Context: an optimization exercise on an open-source flow, tuned for small area and a short achievable clock period. The choices shown serve that exercise and are no tape-out recipe. At most, simulation tests tie the RTL to the original design; equivalence was not proved.

==> flow/design.v <==
module eqController #(
    parameter int ADDR_WIDTH     = 6,
    parameter int GAIN_FRAC_BITS = 14
) (
    input  logic                  S_AXI_ACLK,
    input  logic                  S_AXI_ARESETN,
    input  logic                  wr,
    input  logic [ADDR_WIDTH-1:0] wrAddr,
    input  logic [31:0]           wrData,
    output logic                  adcReq,
    output logic [15:0]           adcCmd,
    input  logic                  adcAck,
    input  logic [15:0]           adcData,
    output logic                  dacReq,
    output logic [31:0]           dacWord,
    input  logic                  dacAck
);
    logic               enable;
    logic signed [15:0] gain0, gain1;
    always_ff @(posedge S_AXI_ACLK) begin
        if (!S_AXI_ARESETN) begin
            enable <= 1'b0;
            gain0  <= 16'h4000;
            gain1  <= 16'h4000;
        end else if (wr) begin
            case (wrAddr)
                ADDR_WIDTH'(4): enable <= wrData[0];
                ADDR_WIDTH'(6): gain0  <= wrData[15:0];
                ADDR_WIDTH'(7): gain1  <= wrData[15:0];
                default: ;
            endcase
        end
    end
    localparam logic [3:0] S_IDLE = 4'd0;
    localparam logic [3:0] S_AREQ = 4'd1;
    localparam logic [3:0] S_AREL = 4'd2;
    localparam logic [3:0] S_C0   = 4'd3;
    localparam logic [3:0] S_C1   = 4'd4;
    localparam logic [3:0] S_C2   = 4'd5;
    localparam logic [3:0] S_C3   = 4'd6;
    localparam logic [3:0] S_DREQ = 4'd7;
    localparam logic [3:0] S_DREL = 4'd8;
    localparam logic [3:0] S_N1   = 4'd9;
    localparam logic [3:0] S_NX   = 4'd10;
    logic [3:0] state;
    logic       chan;
    always_ff @(posedge S_AXI_ACLK) begin
        if (!S_AXI_ARESETN) begin
            state <= S_IDLE;
            chan  <= 1'b0;
        end else begin
            case (state)
                S_IDLE: if (enable) state <= S_AREQ;
                S_AREQ: if (adcAck) state <= S_AREL;
                S_AREL: if (!adcAck) state <= S_C0;
                S_C0:   state <= S_C1;
                S_C1:   state <= S_C2;
                S_C2:   state <= S_C3;
                S_C3:   state <= S_DREQ;
                S_DREQ: if (dacAck) state <= S_DREL;
                S_DREL: if (!dacAck) state <= S_N1;
                S_N1: begin
                    state <= S_NX;
                    chan  <= !chan;
                end
                S_NX:   state <= enable ? S_AREQ : S_IDLE;
                default: state <= S_IDLE;
            endcase
        end
    end
    assign adcReq = (state == S_AREQ);
    assign dacReq = (state == S_DREQ);
    logic signed [15:0] s;
    always_ff @(posedge S_AXI_ACLK) s <= {~adcData[15], adcData[14:0]};
    logic [15:0] g;
    assign g = chan ? gain1 : gain0;
    logic [10:0] gHi;
    always_ff @(posedge S_AXI_ACLK) begin
        if (state == S_C1) gHi <= g[15:5];
    end
    logic [6:0] win;
    always_comb begin
        case (state)
            S_C1:    win = {g[5:0], 1'b0};
            S_C2:    win = gHi[6:0];
            default: win = {gHi[10], gHi[10], gHi[10:6]};
        endcase
    end
    logic [16:0] sx;
    assign sx = {s[15], s};
    logic [21:0] rows [3];
    logic [21:0] negs;
    assign negs = {17'd0, win[6], 1'b0, win[4], 1'b0, win[2]};
    for (genvar k = 0; k < 3; k++) begin : g_row
        logic        n, one, two;
        logic [16:0] p;
        assign n   = win[2*k+2];
        assign one = win[2*k+1] ^ win[2*k];
        assign two = (win[2*k+2] & ~win[2*k+1] & ~win[2*k]) | (~win[2*k+2] & win[2*k+1] & win[2*k]);
        assign p   = (({17{one}} & sx) | ({17{two}} & {sx[15:0], 1'b0})) ^ {17{n}};
        assign rows[k] = 22'({~p[16], p[15:0]}) << (2*k);
    end
    logic [19:0] acc;
    logic [15:0] accIn;
    logic        first;
    assign first = (state == S_C1);
    assign accIn = {~(acc[19] & ~first), acc[18:4] & {15{~first}}};
    localparam logic [21:0] K = -(22'd1 << 15) - (22'd1 << 16) - (22'd1 << 18) - (22'd1 << 20);
    logic [21:0] sum;
    assign sum = 22'(accIn) + rows[0] + rows[1] + rows[2] + negs + K;
    always_ff @(posedge S_AXI_ACLK) begin
        if (state == S_C1 || state == S_C2 || state == S_C3) acc <= sum[21:2];
    end
    logic        ovf;
    logic [15:0] code;
    assign ovf  = (acc[17] != acc[16]) || (acc[17] != acc[15]);
    assign code = ovf ? {16{~acc[17]}} : {~acc[15], acc[14:0]};
    assign adcCmd  = {1'b1, chan, 14'd0};
    assign dacWord = {15'h0018, chan, code};
endmodule
clock: 7.0 ns
lec_check: 0
cap_margin: 20
core_margin: 2
core_utilization: 40
place_density: 0.6
slew_margin: 20
run.sh (not shown) runs the stock make flow with config.mk's settings and CLKGATE_MAP_FILE= SYNTH_SCRIPT=/design/flow/synth_recipe.tcl, a recipe that flattens the netlist after the stock synthesis.
The starting point completed with no timing, DRC or antenna violations.
Then changed:
- ABC_AREA: unset -> 1
=>
- The changed run finished clean
- wire length shrinks by about 0.7%
- maximum frequency grows by 7.9%
Then changed:
- ABC_AREA: 1 -> unset
- ABC_CLOCK_PERIOD_IN_PS: unset -> 3000
- SETUP_SLACK_MARGIN: unset -> 3
What happened:
- global-route usage increases by 0.25 points
- area after synthesis increases by 3.3%
- worst setup slack improved by 0.70 ns
- clock skew barely changes
- die area increases by 3.2%
- synthesized cell count decreases by 15%
- first-iteration DRC count decreases by 25%
- design area increases by 14%
Function was not checked in any run of this note: the RTL went through the layout flow alone.

---

Setup of alpha:
Another version of the RTL of eqController (not shown whole).
Size: ~89 flip-flops, about 110 I/O pins, about 0.0067 sq mm of cells after synthesis.
export LEC_CHECK = 0
export ABC_AREA = 1
export CAP_MARGIN = 0
export CORE_MARGIN = 2
export CORE_UTILIZATION = 55
export CTS_BUF_LIST = sky130_fd_sc_hd__clkbuf_4 sky130_fd_sc_hd__clkbuf_8
export PLACE_DENSITY = 0.75
export SETUP_SLACK_MARGIN = 3
export SLEW_MARGIN = 0
export TNS_END_PERCENT = 5
create_clock -name core_clock -period 7.0 [get_ports {S_AXI_ACLK}]
standard.sh (not shown) runs the stock make flow with config.mk's settings and CLKGATE_MAP_FILE= SYNTH_SCRIPT=/design/flow/synth_recipe.tcl, a recipe that flattens the netlist after the stock synthesis.
==> flow/flow/run.sh <==
#!/bin/bash
# The standard layout (standard.sh), with every input port buffered by a buf_1 cell
# and every output port by a buf_2 cell, instead of the delay buffer buffer_ports
# picks by default. The buffers are placed by flow/ports.tcl, sourced just before
# global placement, where the standard flow would call buffer_ports.
export DONT_BUFFER_PORTS=1
export PRE_GLOBAL_PLACE_TCL="$PWD/flow/ports.tcl"
bash standard.sh > standard.log 2>&1
==> flow/flow/ports.tcl <==
# Port buffers, as the standard flow's buffer_ports, with chosen cells.
puts "Perform port buffering (flow/ports.tcl)..."
buffer_ports -inputs -buffer_cell sky130_fd_sc_hd__buf_1
buffer_ports -outputs -buffer_cell sky130_fd_sc_hd__buf_2
> inputs changed (alpha -> beta)
--- a/flow/config.mk
+++ b/flow/config.mk
@@ -7,3 +7,3 @@
 export LEC_CHECK = 0
-export ABC_AREA = 1
+export ABC_AREA = 0
 export CAP_MARGIN = 0
@@ -13,3 +13,3 @@
 export PLACE_DENSITY = 0.75
-export SETUP_SLACK_MARGIN = 3
+export SETUP_SLACK_MARGIN = 4.25
 export SLEW_MARGIN = 0
==> comparison <==
- Taking beta over alpha, the ratio of routed vias to standard cells ratio works out to 1.11.
- The worst slack on hold paths of beta was superior to that of alpha.
Input changes introduced in gamma (baseline for comparison: beta):
--- a/flow/config.mk
+++ b/flow/config.mk
@@ -13,3 +13,3 @@
 export PLACE_DENSITY = 0.75
-export SETUP_SLACK_MARGIN = 4.25
+export SETUP_SLACK_MARGIN = 3
 export SLEW_MARGIN = 0
[summary]
Of beta and gamma, gamma shows the lower layout overhead on the synthesized area, with beta above it.
Via count: gamma < beta
Post-synthesis instance total delta (beta -> gamma): insignificant
In gamma, design area is lower than in beta.
Share of cells above drive strength 1: gamma vs beta down 5.0 points
Compared with beta, gamma shows a final net count that is 11 lower.
beta → gamma: data arrival time of the worst path went up by 0.21 ns; hold slack was more or less identical; utilization went down by 1.9 points.
## Diff of input files: delta against gamma
==> flow/flow/run.sh <==
#!/bin/bash
# The standard layout (standard.sh), with every port buffered by a buf_1 cell
# instead of the delay buffer that buffer_ports picks by default. The standard
# flow's own buffer_ports call places them (after global placement's
# remove_buffers), with this cell.
export BUFFER_PORTS_ARGS="-buffer_cell sky130_fd_sc_hd__buf_1"
bash standard.sh > standard.log 2>&1
--- a/flow/config.mk
+++ b/flow/config.mk
@@ -13,3 +13,3 @@
 export PLACE_DENSITY = 0.75
-export SETUP_SLACK_MARGIN = 3
+export SETUP_SLACK_MARGIN = 4
 export SLEW_MARGIN = 0
removed: flow/flow/ports.tcl
==> comparison <==
- Via count grows by a little under 10% when moving from gamma to delta.
- gamma → delta: post-route worst setup slack shows an increase of 0.21 ns; routed wire length shows an increase of 12%.
- STATUS design area: delta loses against gamma
- NOTE: layout overhead on the synthesized area in delta exceeds that of gamma
- Average routed wire per standard cell: higher on delta
- Relative to gamma, the met1 wire length measured on delta has increased by a few percent.

[what the ideal ports hide]
Ports are ideal in the flow. The routed layouts listed here were re-timed in OpenROAD.
Step 1 (the two cells are an assumption about what drives the block):
set clk [get_ports {S_AXI_ACLK}]
set_driving_cell -lib_cell sky130_fd_sc_hd__clkbuf_16 $clk
set_driving_cell -lib_cell sky130_fd_sc_hd__buf_2 [delete_from_list [all_inputs] $clk]
Step 2 moves the port delays by t, midway between the first and last clock arrival at a register: inputs arrive t later, outputs are due t later. That takes back most of the time a late clock gives input paths.
Slacks: no drivers / after step 1 / after step 2; pairs: no drivers / after step 1.
run | shift t [ns] | setup slack, ns | latest minus earliest clock arrival (ns) | slew at the worst register clock pin (ns) | pins driven straight from the clock port
the first run of note 1 | 0.401 | 0.824 / 0.824 / 0.824 | 0.017 / 0.017 | 0.08 / 0.08 | 1
the second run of note 1 | 0.394 | 1.275 / 1.275 / 1.275 | 0.013 / 0.012 | 0.08 / 0.08 | 1
the third run of note 1 | 0.402 | 1.970 / 1.970 / 1.970 | 0.011 / 0.011 | 0.08 / 0.08 | 1
alpha | 0.423 | 3.178 / 3.178 / 3.178 | 0.009 / 0.009 | 0.10 / 0.10 | 1
beta | 0.393 | 3.388 / 3.388 / 3.299 | 0.011 / 0.011 | 0.10 / 0.10 | 1
gamma | 0.393 | 3.162 / 3.162 / 3.162 | 0.018 / 0.017 | 0.10 / 0.10 | 1
delta | 0.408 | 3.369 / 3.369 / 3.271 | 0.014 / 0.014 | 0.10 / 0.10 | 1
After both steps every run listed still meets setup and hold. For delta, which loses most, drivers alone change the setup slack by 0.000 ns; drivers and shift together by -0.098 ns.
